From an optimization exercise on the open Yosys and OpenROAD flow, aimed at small area, a short achievable clock period and few clock cycles per item; shortcuts taken in it are not production practice.
Only simulation tests tie the RTL to the original design; equivalence was not proved.

==> design/flow/config.mk <==
export PLATFORM = sky130hd
export DESIGN_NAME = orbit_position_generator
export DESIGN_NICKNAME = orbit_position_generator
export VERILOG_FILES = /design/flow/design.v
export SDC_FILE = /design/flow/constraint.sdc
export NUM_CORES = 4
export LEC_CHECK = 0
export CAP_MARGIN = 20
export CORE_MARGIN = 2
export CORE_UTILIZATION = 35
export PLACE_DENSITY = 0.45
export SLEW_MARGIN = 20
==> design/flow/constraint.sdc <==
create_clock -name core_clock -period 15.0 [get_ports {clk}]
set_input_delay 3.0000 -clock core_clock [delete_from_list [all_inputs] [get_ports {clk}]]
set_output_delay 3.0000 -clock core_clock [all_outputs]
set_load 0.01 [all_outputs]
==> design/flow/design.v <==
package opg_pkg;
    localparam int PHASE_W = 25;
    localparam int ANG_W   = 27;
    localparam int VAL_W   = 36;
    localparam int ACC_W   = 72;
    localparam int Z_W     = 29;
    localparam logic [PHASE_W-1:0] DEG360 = 25'd23592960;
    localparam logic [PHASE_W-1:0] DEG270 = 25'd17694720;
    localparam logic [PHASE_W-1:0] DEG180 = 25'd11796480;
    localparam logic [PHASE_W-1:0] DEG90  = 25'd5898240;
    localparam logic signed [VAL_W-1:0] CORDIC_GAIN = 36'sd652032874;
    localparam logic [4:0] LAST_ITER = 5'd23;
    localparam logic [4:0] R_SH  = 5'd0;
    localparam logic [4:0] R_SP  = 5'd1;
    localparam logic [4:0] R_CH  = 5'd2;
    localparam logic [4:0] R_CB  = 5'd3;
    localparam logic [4:0] R_CP  = 5'd4;
    localparam logic [4:0] R_SB  = 5'd5;
    localparam logic [4:0] R_T1  = 5'd6;
    localparam logic [4:0] R_T2  = 5'd7;
    localparam logic [4:0] R_RAD = 5'd8;
    localparam logic [4:0] R_CO  = 5'd9;
    localparam logic [4:0] R_SO  = 5'd10;
    localparam logic [4:0] R_M00 = 5'd11;
    localparam logic [4:0] R_M20 = 5'd12;
    localparam logic [4:0] R_M01 = 5'd13;
    localparam logic [4:0] R_NSP = 5'd14;
    localparam logic [4:0] R_M02 = 5'd15;
    localparam logic [4:0] R_M22 = 5'd16;
    localparam logic [4:0] R_VX  = 5'd17;
    localparam logic [4:0] R_VZ  = 5'd18;
    localparam logic [4:0] R_RX  = 5'd19;
    localparam logic [4:0] R_RY  = 5'd20;
    localparam logic [4:0] R_RZ  = 5'd21;
    localparam logic [1:0] WB_SET = 2'd0;
    localparam logic [1:0] WB_ADD = 2'd1;
    localparam logic [1:0] WB_NEG = 2'd2;
    localparam logic [4:0] LAST_OP = 5'd16;
    typedef struct packed {
        logic [30:0]        orbit_radius;
        logic [24:0]        orbit_speed;
        logic [24:0]        spin_speed;
        logic signed [25:0] tilt_pitch;
        logic signed [25:0] tilt_yaw;
        logic signed [25:0] tilt_roll;
    } cfg_t;
    typedef struct packed {
        logic       latch_in;
        logic       advance;
        logic       load_ang;
        logic [1:0] ang_sel;
        logic       red_step;
        logic       cordic_init;
        logic       cordic_step;
        logic [4:0] iter;
        logic       trig_store;
        logic       mul_lo;
        logic       mul_hi;
        logic       mul_wb;
        logic [4:0] op;
        logic       result_load;
    } ctl_t;
    typedef struct packed {
        logic ang_ok;
    } sta_t;
    typedef struct packed {
        logic [4:0] src_a;
        logic [4:0] src_b;
        logic [4:0] dst;
        logic [1:0] mode;
    } op_t;
    function automatic logic [26:0] atan_q20(input logic [4:0] i);
        logic [26:0] v;
        case (i)
            5'd0:  v = 27'd47185920;
            5'd1:  v = 27'd27855475;
            5'd2:  v = 27'd14718068;
            5'd3:  v = 27'd7471121;
            5'd4:  v = 27'd3750058;
            5'd5:  v = 27'd1876857;
            5'd6:  v = 27'd938658;
            5'd7:  v = 27'd469357;
            5'd8:  v = 27'd234682;
            5'd9:  v = 27'd117342;
            5'd10: v = 27'd58671;
            5'd11: v = 27'd29335;
            5'd12: v = 27'd14668;
            5'd13: v = 27'd7334;
            5'd14: v = 27'd3667;
            5'd15: v = 27'd1833;
            5'd16: v = 27'd917;
            5'd17: v = 27'd458;
            5'd18: v = 27'd229;
            5'd19: v = 27'd115;
            5'd20: v = 27'd57;
            5'd21: v = 27'd29;
            5'd22: v = 27'd14;
            5'd23: v = 27'd7;
            default: v = 27'd0;
        endcase
        atan_q20 = v;
    endfunction
    function automatic op_t op_info(input logic [4:0] op);
        op_t o;
        case (op)
            5'd0:  o = {R_SH,  R_SP, R_T1,  WB_SET};
            5'd1:  o = {R_CH,  R_CB, R_M00, WB_SET};
            5'd2:  o = {R_T1,  R_SB, R_M00, WB_ADD};
            5'd3:  o = {R_SH,  R_CP, R_M20, WB_SET};
            5'd4:  o = {R_SB,  R_CP, R_M01, WB_SET};
            5'd5:  o = {R_CH,  R_SP, R_T2,  WB_SET};
            5'd6:  o = {R_SH,  R_CB, R_M02, WB_NEG};
            5'd7:  o = {R_T2,  R_SB, R_M02, WB_ADD};
            5'd8:  o = {R_CH,  R_CP, R_M22, WB_SET};
            5'd9:  o = {R_RAD, R_CO, R_VX,  WB_SET};
            5'd10: o = {R_RAD, R_SO, R_VZ,  WB_SET};
            5'd11: o = {R_M00, R_VX, R_RX,  WB_SET};
            5'd12: o = {R_M20, R_VZ, R_RX,  WB_ADD};
            5'd13: o = {R_M01, R_VX, R_RY,  WB_SET};
            5'd14: o = {R_NSP, R_VZ, R_RY,  WB_ADD};
            5'd15: o = {R_M02, R_VX, R_RZ,  WB_SET};
            5'd16: o = {R_M22, R_VZ, R_RZ,  WB_ADD};
            default: o = {R_SH, R_SP, R_T1, WB_SET};
        endcase
        op_info = o;
    endfunction
endpackage
module opg_ctrl (
    input  logic          clk,
    input  logic          rst_n,
    input  logic          s_tvalid,
    output logic          s_tready,
    output logic          m_tvalid,
    input  logic          m_tready,
    input  opg_pkg::sta_t sta,
    output opg_pkg::ctl_t ctl
);
    localparam logic [3:0] S_IDLE  = 4'd0;
    localparam logic [3:0] S_ADV   = 4'd1;
    localparam logic [3:0] S_LOAD  = 4'd2;
    localparam logic [3:0] S_RED   = 4'd3;
    localparam logic [3:0] S_ROT   = 4'd4;
    localparam logic [3:0] S_STORE = 4'd5;
    localparam logic [3:0] S_MUL0  = 4'd6;
    localparam logic [3:0] S_MUL1  = 4'd7;
    localparam logic [3:0] S_MUL2  = 4'd8;
    localparam logic [3:0] S_SUM   = 4'd9;
    logic [3:0] state_reg, state_next;
    logic [1:0] ang_reg, ang_next;
    logic [4:0] iter_reg, iter_next;
    logic [4:0] op_reg, op_next;
    logic       valid_reg, valid_next;
    logic       out_free;
    assign out_free = !valid_reg || m_tready;
    assign s_tready = (state_reg == S_IDLE);
    assign m_tvalid = valid_reg;
    always_comb
    begin
        state_next = state_reg;
        ang_next   = ang_reg;
        iter_next  = iter_reg;
        op_next    = op_reg;
        ctl        = '0;
        ctl.ang_sel = ang_reg;
        ctl.iter    = iter_reg;
        ctl.op      = op_reg;
        unique case (state_reg)
            S_IDLE:
            begin
                if (s_tvalid)
                begin
                    ctl.latch_in = 1'b1;
                    state_next   = S_ADV;
                end
            end
            S_ADV:
            begin
                ctl.advance = 1'b1;
                ang_next    = 2'd0;
                state_next  = S_LOAD;
            end
            S_LOAD:
            begin
                ctl.load_ang = 1'b1;
                state_next   = S_RED;
            end
            S_RED:
            begin
                if (sta.ang_ok)
                begin
                    ctl.cordic_init = 1'b1;
                    iter_next       = 5'd0;
                    state_next      = S_ROT;
                end
                else
                begin
                    ctl.red_step = 1'b1;
                end
            end
            S_ROT:
            begin
                ctl.cordic_step = 1'b1;
                iter_next       = iter_reg + 5'd1;
                if (iter_reg == opg_pkg::LAST_ITER)
                begin
                    state_next = S_STORE;
                end
            end
            S_STORE:
            begin
                ctl.trig_store = 1'b1;
                if (ang_reg == 2'd3)
                begin
                    op_next    = 5'd0;
                    state_next = S_MUL0;
                end
                else
                begin
                    ang_next   = ang_reg + 2'd1;
                    state_next = S_LOAD;
                end
            end
            S_MUL0:
            begin
                ctl.mul_lo = 1'b1;
                state_next = S_MUL1;
            end
            S_MUL1:
            begin
                ctl.mul_hi = 1'b1;
                state_next = S_MUL2;
            end
            S_MUL2:
            begin
                ctl.mul_wb = 1'b1;
                op_next    = op_reg + 5'd1;
                state_next = (op_reg == opg_pkg::LAST_OP) ? S_SUM : S_MUL0;
            end
            S_SUM:
            begin
                if (out_free)
                begin
                    ctl.result_load = 1'b1;
                    state_next      = S_IDLE;
                end
            end
            default:
            begin
                state_next = S_IDLE;
            end
        endcase
    end
    always_comb
    begin
        valid_next = valid_reg;
        if (ctl.result_load)
        begin
            valid_next = 1'b1;
        end
        else if (m_tready)
        begin
            valid_next = 1'b0;
        end
    end
    always_ff @(posedge clk or negedge rst_n)
    begin
        if (!rst_n)
        begin
            state_reg <= S_IDLE;
            ang_reg   <= 2'd0;
            iter_reg  <= 5'd0;
            op_reg    <= 5'd0;
            valid_reg <= 1'b0;
        end
        else
        begin
            state_reg <= state_next;
            ang_reg   <= ang_next;
            iter_reg  <= iter_next;
            op_reg    <= op_next;
            valid_reg <= valid_next;
        end
    end
endmodule
module opg_datapath (
    input  logic                clk,
    input  logic                rst_n,
    input  opg_pkg::cfg_t       cfg,
    input  opg_pkg::ctl_t       ctl,
    output opg_pkg::sta_t       sta,
    input  logic [15:0]         step_time,
    input  logic signed [31:0]  parent_x,
    input  logic signed [31:0]  parent_y,
    input  logic signed [31:0]  parent_z,
    output logic signed [31:0]  pos_x,
    output logic signed [31:0]  pos_y,
    output logic signed [31:0]  pos_z,
    output logic [24:0]         spin_out
);
    localparam int VW = opg_pkg::VAL_W;
    logic [24:0]          orbit_phase_reg, spin_phase_reg;
    logic [15:0]          dt_reg;
    logic signed [31:0]   px_reg, py_reg, pz_reg;
    logic signed [26:0]   a_reg;
    logic [1:0]           q_reg;
    logic signed [VW-1:0] x_reg, y_reg;
    logic signed [28:0]   z_reg;
    logic signed [VW-1:0] co_reg, so_reg, ch_reg, sh_reg;
    logic signed [VW-1:0] cp_reg, sp_reg, cb_reg, sb_reg;
    logic signed [VW-1:0] t1_reg, t2_reg, m00_reg, m20_reg, m01_reg, m02_reg, m22_reg;
    logic signed [VW-1:0] vx_reg, vz_reg, rx_reg, ry_reg, rz_reg;
    logic signed [opg_pkg::ACC_W-1:0] acc_reg;
    logic signed [31:0]   outx_reg, outy_reg, outz_reg;
    logic [24:0]          outs_reg;
    function automatic logic [24:0] advance(input logic [24:0] ph, input logic [24:0] spd,
                                            input logic [15:0] dt);
        logic [40:0] prod;
        logic [25:0] p;
        prod = spd * dt;
        p = {1'b0, ph} + {1'b0, prod[40:16]};
        if (p > {1'b0, opg_pkg::DEG360})
        begin
            p = p - {1'b0, opg_pkg::DEG360};
        end
        advance = p[24:0];
    endfunction
    logic signed [26:0] deg360_s;
    logic signed [26:0] ang_sel_val;
    logic [24:0]        a_u;
    logic [1:0]         q_val;
    logic [24:0]        rem_val;
    assign deg360_s = $signed({2'b00, opg_pkg::DEG360});
    assign sta.ang_ok = !a_reg[26] && (a_reg < deg360_s);
    assign a_u = a_reg[24:0];
    always_comb
    begin
        case (ctl.ang_sel)
            2'd0:    ang_sel_val = $signed({2'b00, orbit_phase_reg});
            2'd1:    ang_sel_val = 27'(cfg.tilt_yaw);
            2'd2:    ang_sel_val = 27'(cfg.tilt_pitch);
            default: ang_sel_val = 27'(cfg.tilt_roll);
        endcase
        if (a_u >= opg_pkg::DEG270)
        begin
            q_val   = 2'd3;
            rem_val = a_u - opg_pkg::DEG270;
        end
        else if (a_u >= opg_pkg::DEG180)
        begin
            q_val   = 2'd2;
            rem_val = a_u - opg_pkg::DEG180;
        end
        else if (a_u >= opg_pkg::DEG90)
        begin
            q_val   = 2'd1;
            rem_val = a_u - opg_pkg::DEG90;
        end
        else
        begin
            q_val   = 2'd0;
            rem_val = a_u;
        end
    end
    logic signed [VW-1:0] dx, dy;
    logic signed [28:0]   atan_s;
    logic signed [VW-1:0] cr, sr;
    assign dx     = y_reg >>> ctl.iter;
    assign dy     = x_reg >>> ctl.iter;
    assign atan_s = $signed({2'b00, opg_pkg::atan_q20(ctl.iter)});
    always_comb
    begin
        case (q_reg)
            2'd0:
            begin
                cr = x_reg;
                sr = y_reg;
            end
            2'd1:
            begin
                cr = -y_reg;
                sr = x_reg;
            end
            2'd2:
            begin
                cr = -x_reg;
                sr = -y_reg;
            end
            default:
            begin
                cr = y_reg;
                sr = -x_reg;
            end
        endcase
    end
    function automatic logic signed [VW-1:0] pick(
        input logic [4:0] code,
        input logic signed [VW-1:0] sh, sp, ch, cb, cp, sb, t1, t2, rad, co, so,
        input logic signed [VW-1:0] m00, m20, m01, m02, m22, vx, vz, rx, ry, rz);
        logic signed [VW-1:0] v;
        case (code)
            opg_pkg::R_SH:  v = sh;
            opg_pkg::R_SP:  v = sp;
            opg_pkg::R_CH:  v = ch;
            opg_pkg::R_CB:  v = cb;
            opg_pkg::R_CP:  v = cp;
            opg_pkg::R_SB:  v = sb;
            opg_pkg::R_T1:  v = t1;
            opg_pkg::R_T2:  v = t2;
            opg_pkg::R_RAD: v = rad;
            opg_pkg::R_CO:  v = co;
            opg_pkg::R_SO:  v = so;
            opg_pkg::R_M00: v = m00;
            opg_pkg::R_M20: v = m20;
            opg_pkg::R_M01: v = m01;
            opg_pkg::R_NSP: v = -sp;
            opg_pkg::R_M02: v = m02;
            opg_pkg::R_M22: v = m22;
            opg_pkg::R_VX:  v = vx;
            opg_pkg::R_VZ:  v = vz;
            opg_pkg::R_RX:  v = rx;
            opg_pkg::R_RY:  v = ry;
            opg_pkg::R_RZ:  v = rz;
            default:        v = '0;
        endcase
        pick = v;
    endfunction
    opg_pkg::op_t         op;
    logic signed [VW-1:0] rad_s, opa, opb, cur_dst, rnd, wb_val;
    logic signed [18:0]   b_lo;
    logic signed [17:0]   b_hi;
    logic signed [54:0]   p_lo;
    logic signed [53:0]   p_hi;
    logic signed [opg_pkg::ACC_W-1:0] acc_hi, acc_rnd;
    assign op    = opg_pkg::op_info(ctl.op);
    assign rad_s = $signed({5'b0, cfg.orbit_radius});
    assign opa   = pick(op.src_a, sh_reg, sp_reg, ch_reg, cb_reg, cp_reg, sb_reg, t1_reg,
                        t2_reg, rad_s, co_reg, so_reg, m00_reg, m20_reg, m01_reg, m02_reg,
                        m22_reg, vx_reg, vz_reg, rx_reg, ry_reg, rz_reg);
    assign opb   = pick(op.src_b, sh_reg, sp_reg, ch_reg, cb_reg, cp_reg, sb_reg, t1_reg,
                        t2_reg, rad_s, co_reg, so_reg, m00_reg, m20_reg, m01_reg, m02_reg,
                        m22_reg, vx_reg, vz_reg, rx_reg, ry_reg, rz_reg);
    assign cur_dst = pick(op.dst, sh_reg, sp_reg, ch_reg, cb_reg, cp_reg, sb_reg, t1_reg,
                          t2_reg, rad_s, co_reg, so_reg, m00_reg, m20_reg, m01_reg, m02_reg,
                          m22_reg, vx_reg, vz_reg, rx_reg, ry_reg, rz_reg);
    assign b_lo   = $signed({1'b0, opb[17:0]});
    assign b_hi   = opb[35:18];
    assign p_lo   = opa * b_lo;
    assign p_hi   = opa * b_hi;
    assign acc_hi = acc_reg + ({{(opg_pkg::ACC_W-54){p_hi[53]}}, p_hi} <<< 18);
    assign acc_rnd = acc_reg + 72'sd536870912;
    assign rnd     = acc_rnd[65:30];
    always_comb
    begin
        case (op.mode)
            opg_pkg::WB_ADD: wb_val = cur_dst + rnd;
            opg_pkg::WB_NEG: wb_val = -rnd;
            default:         wb_val = rnd;
        endcase
    end
    function automatic logic signed [31:0] sat_add(input logic signed [31:0] p,
                                                    input logic signed [VW-1:0] r);
        logic signed [VW:0] s;
        s = VW'(p) + r;
        if (s > 37'sd2147483647)
        begin
            sat_add = 32'sh7fffffff;
        end
        else if (s < -37'sd2147483648)
        begin
            sat_add = 32'sh80000000;
        end
        else
        begin
            sat_add = s[31:0];
        end
    endfunction
    always_ff @(posedge clk or negedge rst_n)
    begin
        if (!rst_n)
        begin
            orbit_phase_reg <= '0;
            spin_phase_reg  <= '0;
        end
        else if (ctl.advance)
        begin
            orbit_phase_reg <= advance(orbit_phase_reg, cfg.orbit_speed, dt_reg);
            spin_phase_reg  <= advance(spin_phase_reg, cfg.spin_speed, dt_reg);
        end
    end
    always_ff @(posedge clk)
    begin
        if (ctl.latch_in)
        begin
            dt_reg <= step_time;
            px_reg <= parent_x;
            py_reg <= parent_y;
            pz_reg <= parent_z;
        end
        if (ctl.load_ang)
        begin
            a_reg <= ang_sel_val;
        end
        else if (ctl.red_step)
        begin
            a_reg <= a_reg[26] ? a_reg + deg360_s : a_reg - deg360_s;
        end
        if (ctl.cordic_init)
        begin
            q_reg <= q_val;
            x_reg <= opg_pkg::CORDIC_GAIN;
            y_reg <= '0;
            z_reg <= $signed({rem_val, 4'b0000});
        end
        else if (ctl.cordic_step)
        begin
            if (!z_reg[28])
            begin
                x_reg <= x_reg - dx;
                y_reg <= y_reg + dy;
                z_reg <= z_reg - atan_s;
            end
            else
            begin
                x_reg <= x_reg + dx;
                y_reg <= y_reg - dy;
                z_reg <= z_reg + atan_s;
            end
        end
        if (ctl.trig_store)
        begin
            case (ctl.ang_sel)
                2'd0:
                begin
                    co_reg <= cr;
                    so_reg <= sr;
                end
                2'd1:
                begin
                    ch_reg <= cr;
                    sh_reg <= sr;
                end
                2'd2:
                begin
                    cp_reg <= cr;
                    sp_reg <= sr;
                end
                default:
                begin
                    cb_reg <= cr;
                    sb_reg <= sr;
                end
            endcase
        end
        if (ctl.mul_lo)
        begin
            acc_reg <= {{(opg_pkg::ACC_W-55){p_lo[54]}}, p_lo};
        end
        else if (ctl.mul_hi)
        begin
            acc_reg <= acc_hi;
        end
        if (ctl.mul_wb)
        begin
            case (op.dst)
                opg_pkg::R_T1:  t1_reg  <= wb_val;
                opg_pkg::R_T2:  t2_reg  <= wb_val;
                opg_pkg::R_M00: m00_reg <= wb_val;
                opg_pkg::R_M20: m20_reg <= wb_val;
                opg_pkg::R_M01: m01_reg <= wb_val;
                opg_pkg::R_M02: m02_reg <= wb_val;
                opg_pkg::R_M22: m22_reg <= wb_val;
                opg_pkg::R_VX:  vx_reg  <= wb_val;
                opg_pkg::R_VZ:  vz_reg  <= wb_val;
                opg_pkg::R_RX:  rx_reg  <= wb_val;
                opg_pkg::R_RY:  ry_reg  <= wb_val;
                opg_pkg::R_RZ:  rz_reg  <= wb_val;
                default:        t1_reg  <= t1_reg;
            endcase
        end
        if (ctl.result_load)
        begin
            outx_reg <= sat_add(px_reg, rx_reg);
            outy_reg <= sat_add(py_reg, ry_reg);
            outz_reg <= sat_add(pz_reg, rz_reg);
            outs_reg <= spin_phase_reg;
        end
    end
    assign pos_x    = outx_reg;
    assign pos_y    = outy_reg;
    assign pos_z    = outz_reg;
    assign spin_out = outs_reg;
endmodule
module orbit_position_generator (
    input  logic         clk,
    input  logic         rst_n,
    input  logic         s_tvalid,
    output logic         s_tready,
    input  logic [111:0] s_tdata,
    output logic         m_tvalid,
    input  logic         m_tready,
    output logic [127:0] m_tdata,
    input  logic         psel,
    input  logic         penable,
    input  logic         pwrite,
    input  logic [4:0]   paddr,
    input  logic [31:0]  pwdata,
    output logic [31:0]  prdata,
    output logic         pready
);
    localparam logic [2:0] REG_RADIUS = 3'd0;
    localparam logic [2:0] REG_OSPEED = 3'd1;
    localparam logic [2:0] REG_SSPEED = 3'd2;
    localparam logic [2:0] REG_PITCH  = 3'd3;
    localparam logic [2:0] REG_YAW    = 3'd4;
    localparam logic [2:0] REG_ROLL   = 3'd5;
    opg_pkg::cfg_t cfg_reg;
    opg_pkg::ctl_t ctl;
    opg_pkg::sta_t sta;
    logic          wr_en;
    logic [2:0]    reg_idx;
    logic signed [31:0] pos_x, pos_y, pos_z;
    logic [24:0]        spin_out;
    assign pready  = 1'b1;
    assign wr_en   = psel && penable && pwrite;
    assign reg_idx = paddr[4:2];
    always_ff @(posedge clk or negedge rst_n)
    begin
        if (!rst_n)
        begin
            cfg_reg <= '0;
        end
        else if (wr_en)
        begin
            unique case (reg_idx)
                REG_RADIUS: cfg_reg.orbit_radius <= pwdata[30:0];
                REG_OSPEED: cfg_reg.orbit_speed  <= pwdata[24:0];
                REG_SSPEED: cfg_reg.spin_speed   <= pwdata[24:0];
                REG_PITCH:  cfg_reg.tilt_pitch   <= pwdata[25:0];
                REG_YAW:    cfg_reg.tilt_yaw     <= pwdata[25:0];
                REG_ROLL:   cfg_reg.tilt_roll    <= pwdata[25:0];
                default:    cfg_reg <= cfg_reg;
            endcase
        end
    end
    always_comb
    begin
        unique case (reg_idx)
            REG_RADIUS: prdata = {1'b0, cfg_reg.orbit_radius};
            REG_OSPEED: prdata = {7'b0, cfg_reg.orbit_speed};
            REG_SSPEED: prdata = {7'b0, cfg_reg.spin_speed};
            REG_PITCH:  prdata = {6'b0, cfg_reg.tilt_pitch};
            REG_YAW:    prdata = {6'b0, cfg_reg.tilt_yaw};
            REG_ROLL:   prdata = {6'b0, cfg_reg.tilt_roll};
            default:    prdata = '0;
        endcase
    end
    opg_ctrl u_ctrl (
        .clk      (clk),
        .rst_n    (rst_n),
        .s_tvalid (s_tvalid),
        .s_tready (s_tready),
        .m_tvalid (m_tvalid),
        .m_tready (m_tready),
        .sta      (sta),
        .ctl      (ctl)
    );
    opg_datapath u_datapath (
        .clk       (clk),
        .rst_n     (rst_n),
        .cfg       (cfg_reg),
        .ctl       (ctl),
        .sta       (sta),
        .step_time (s_tdata[15:0]),
        .parent_x  (s_tdata[47:16]),
        .parent_y  (s_tdata[79:48]),
        .parent_z  (s_tdata[111:80]),
        .pos_x     (pos_x),
        .pos_y     (pos_y),
        .pos_z     (pos_z),
        .spin_out  (spin_out)
    );
    assign m_tdata = {7'b0, spin_out, pos_z, pos_y, pos_x};
endmodule
==> design/flow/run.sh <==
#!/bin/bash
# synth_recipe.tcl (not shown) runs the flow's synth.tcl, then flattens the netlist and writes it again
# the make line also repeats each setting of config.mk as NAME=value (left out here)
make -C /OpenROAD-flow-scripts/flow DESIGN_CONFIG=/design/flow/config.mk WORK_HOME=/design/flow/orfs CLKGATE_MAP_FILE= SYNTH_SCRIPT=/design/flow/synth_recipe.tcl finish
==> run notes <==
- The run finished with no timing, DRC or antenna violations.
- During synthesis, Yosys emitted a total of 3 warnings.
- The area inside the core boundary is 0.431 sq mm.
- The average vias per placed instance is 5.77.
- At the end of the flow, the number of nets in the layout was 18723.
- The number of sinks driven by the clock tree is 1357.
- Measured along the x axis, the die boundary spans 662 um.
- The share of the clock period used by the worst path is 97.0%.
- The number of flops mapped to enable cells by yosys is 1055.
- The number of port buffers is 306.
- The worst pin sits at a relative slew slack of 13.6%.
- Entering global routing, the biggest net connects 150 pins.
- For this run, the top clock speed supported by timing is 68.7 MHz.
- Among the stages of the critical path, the cell type that occurs most often is fa_1.
- The wire length of the first global-routing pass is 944 mm.
- The later pin in the worst-skew pair is clocked with a latency of 0.96 ns.
- The fraction of synthesis flops using an asynchronous set or reset pin is 16.7%.
- The area of the die is 0.438 sq mm.
- For this block, the routed nets add up to 665 mm of wire.
- The endpoint class of the critical path is a register.
- Of the cells placed in the final design, the portion with a size suffix greater than 1 is 8.54%.
- The max-capacitance violation count is 0.
- Clock tree synthesis inserted a total of 175 buffers.
- The area growth from synthesis to layout is 11.7%.
- In this run the vertical extent of the chip is 662 um.
- The register-to-register setup slack is 0.45 ns.
- The initial DRC count is 16554.
- The sort of element at the start of the critical path is a register.
- Synthesis produced a netlist whose cell count is 15814.
- The arrival time of data at the critical path endpoint is 15.10 ns.
- Across the routed clock network, the largest skew measured is 0.140 ns.
- The post-synthesis cell type count is 111.
- TritonCTS built the clock tree.
- Along the worst hold path, the cell count comes to 0.
- In this run the critical register-to-register path is launched from u_ctrl.op_reg[0].
- Dividing the detail-routed wire length by the instance count gives 30.5 um.
- The startpoint identified for the worst hold timing path is u_datapath.spin_phase_reg[4].
- The type of the worst setup path is reg2reg.
- The number of global-route vias before repair is 124882.
- Setup violations remaining at the end of the flow were counted as 0.
- On the critical path, the stage with the largest delay is an instance of nor2_2.
- Across all layers, the routed design uses 125643 vias.
- The floorplan row count is 241.
- Global routing finished with a remaining overflow of 0.
- The number of remaining DRC errors is 0.
- The root buffer cell chosen for the clock tree is clkbuf_16.
- The number of nets with antenna violations after routing is 0.
- The average instance in the mapped netlist occupies 9.57 sq um.
- 319 I/O pins were placed.
- The count of pins over their slew limit is 0.
- The total half-perimeter wirelength after legalization and detailed placement is 494 mm.
- The first TritonRoute pass finished after 14 iterations.
- The hold violation count in the final report is 0.
- Buffers inserted to repair hold after CTS numbered 0.
- The worst reg2reg path depth is 47.
- The number of antenna violations at the first check in global routing is 58.
- The initial cell density of the core is 35.1%.
- The post-synthesis cell area is 0.151 sq mm.
- The worst hold path terminates at u_datapath.outs_reg[4].
- STA puts the critical path data required time at 15.55 ns.
- The finished cells cover 0.169 sq mm.
- Setup repair after global routing left no endpoint under its margin.
- In the synthesized netlist the dominant register cell turns out to be edfxtp_1.
- CTS built an H-tree with a depth of 4.
- The global-route usage over all layers is 30.1%.
- After layout, the minimum clock period comes to 14.55 ns.
- The flip-flop count of the largest register after layout is 159.
- The maximum single-stage delay on the critical path is 0.92 ns.
- In this run the worst path has a maximum fanout of 28.
- At the pin with the least slew margin, the transition time is 1.29 ns.
- The path category of the worst min-delay check is reg2reg.
- The synthesized design contains 1357 register bits.
- The last weighted congestion value of the routability-driven placer is 0.993.
- Adding up every negative setup slack in the final design gives 0 ns.
- Summing all placed instances gives a cell area of 0.163 sq mm.
- The post-synthesis sequential area ratio is 25.7%.
- The reg-to-reg critical path endpoint is u_datapath.acc_reg[65].
- Clock-pin slew was measured on the worst setup and hold paths at 0.06 ns.
- The clock tree buffer depth is 4.
[metrics by stage]
step / cells / hold slack (ns) / setup WS (ns) / utilization (%)
after CTS: 21720 / 0.451 / 0.247 / 39.2
after global routing: 21739 / 0.463 / 0.0481 / 39.2
after floorplan: 15821 / 0.440 / 1.70 / -
after detailed placement: 21400 / 0.465 / 0.351 / 37.8
after global placement: 21398 / 0.453 / 0.315 / 37.8
final: 21778 / 0.446 / 0.453 / 39.2
[repair_timing]
action,in CTS,in global routing
buffers inserted,0,10
setup endpoints to repair,0,4
gates resized for setup,0,7
[placed cells by master (no fill, tap or decap), types with 105 or more instances in the layout]
cell type / instances
nor2_1: 732
nand2_1: 2057
mux2_2: 207
and2_1: 438
buf_4: 508
xor2_1: 234
fa_1: 1832
a221oi_1: 140
nand2b_1: 105
o21ai_0: 474
nand3_1: 278
xnor2_1: 450
nor2b_1: 211
nand4_1: 107
a222oi_1: 236
nor3_1: 182
dfrtp_1: 217
edfxtp_1: 1055
a21o_1: 269
a22oi_1: 441
ha_1: 851
inv_1: 2149
a21oi_1: 652
clkbuf_16: 177
clkdlybuf4s50_1: 305
[how the worst max path moves through the flow]
stage,startpoint,depth (start not counted),slack [ns],endpoint
finish,u_ctrl.op_reg[0],47,0.45,u_datapath.acc_reg[65]
global route,u_ctrl.op_reg[0],49,0.05,u_datapath.acc_reg[65]
CTS,u_ctrl.op_reg[0],44,0.25,u_datapath.acc_reg[65]
detailed placement,u_ctrl.op_reg[0],44,0.35,u_datapath.acc_reg[65]
global placement,u_ctrl.op_reg[0],47,0.31,u_datapath.acc_reg[65]
floorplan,u_ctrl.op_reg[0],51,1.70,u_datapath.acc_reg[65]
[critical path: cells and delay by family, from the launching register on]
family	cells	cell delay, ns
flip-flops	1	0.42
AO/OA/AOI/OAI	17	4.68
adder cells (fa/ha/maj)	8	3.68
buffers and inverters	6	1.33
AND/OR/NAND/NOR	14	3.52
XOR/XNOR	2	0.51
[Yosys cell counts, types with 26 or more instances]
cell,count,area [sq um]
and2_1,449,2810
a222oi_1,236,2360
a221oi_1,140,1230
a21o_1,269,2020
edfxtp_1,1055,31700
nor4_1,37,231
o21ai_0,510,2550
nand3_1,293,1470
o21a_1,82,616
or3_1,80,500
a21oi_1,658,3290
buf_1,73,274
nor3_1,208,1040
inv_1,2151,8070
a22o_1,85,744
and3_1,93,582
or4_1,26,195
mux2_2,207,2330
mux4_2,86,1940
nor2_1,760,2850
o211ai_1,43,323
o31ai_1,57,428
ha_1,854,10700
nor2b_1,211,1320
or2_2,41,257
dfrtp_1,226,5660
o21bai_1,75,563
mux2i_1,83,831
dfxtp_1,76,1520
a31oi_1,87,544
xor2_1,235,2060
nand2_1,2061,7740
xnor2_1,460,4030
nand2b_1,106,663
fa_1,1832,36700
a22oi_1,441,3310
nand4_1,107,669
clkbuf_1,844,3170
a211oi_1,52,390
[final cells by class]
cell class | count | area, sq um
diodes | 44 | 110
clock buffers | 203 | 4620
clock inverters | 117 | 1150
fillers | 43294 | 262000
inverters | 2157 | 8100
multi-input cells | 11360 | 102000
flip-flops and latches | 1357 | 38900
well taps | 5710 | 7140
repair buffers | 830 | 7210
[cells by family after synthesis]
logic type	synth area share [%]
flip-flops	25.7
AND/OR/NAND/NOR	14.0
multiplexers	3.38
buffers and inverters	7.75
XOR/XNOR	4.02
adder cells (fa/ha/maj)	31.3
other	0.00496
AO/OA/AOI/OAI	13.8
[metal layers]
layer	routed length (um)	GRT usage [%]
met1	275000	40.2
met2	281000	44.7
met3	68600	8.47
met4	39700	14.6
met5	469	0.355
Testbench counts, summed over its fixed seeds: cycles 41,864, items 256.

re-timing with driven ports:
No port has a modelled driver above. Below, the same layout with a new extraction and two added sets of constraints.
Step 1, drivers: a clkbuf_16 drives clk and a buf_2 each remaining input, both assumed.
Step 2 times the ports against the registers' clock, not the clock port: input delays grow and output delays shrink by t, the midpoint of the rising clock arrivals with the driver on.
Slacks: no drivers / after step 1 / after step 2; pairs: no drivers / after step 1.
t, ns: 1.004
setup WS [ns]: 0.453 / 0.453 / 0.453
worst hold slack (ns): 0.446 / 0.446 / 0.446
worst register clock-pin slew, ns: 0.07 / 0.07
cell pins on the clock port's net: 1
After both steps setup and hold are still met in this run. For this run, drivers alone change the setup slack by 0.000 ns; drivers and shift together by 0.000 ns.
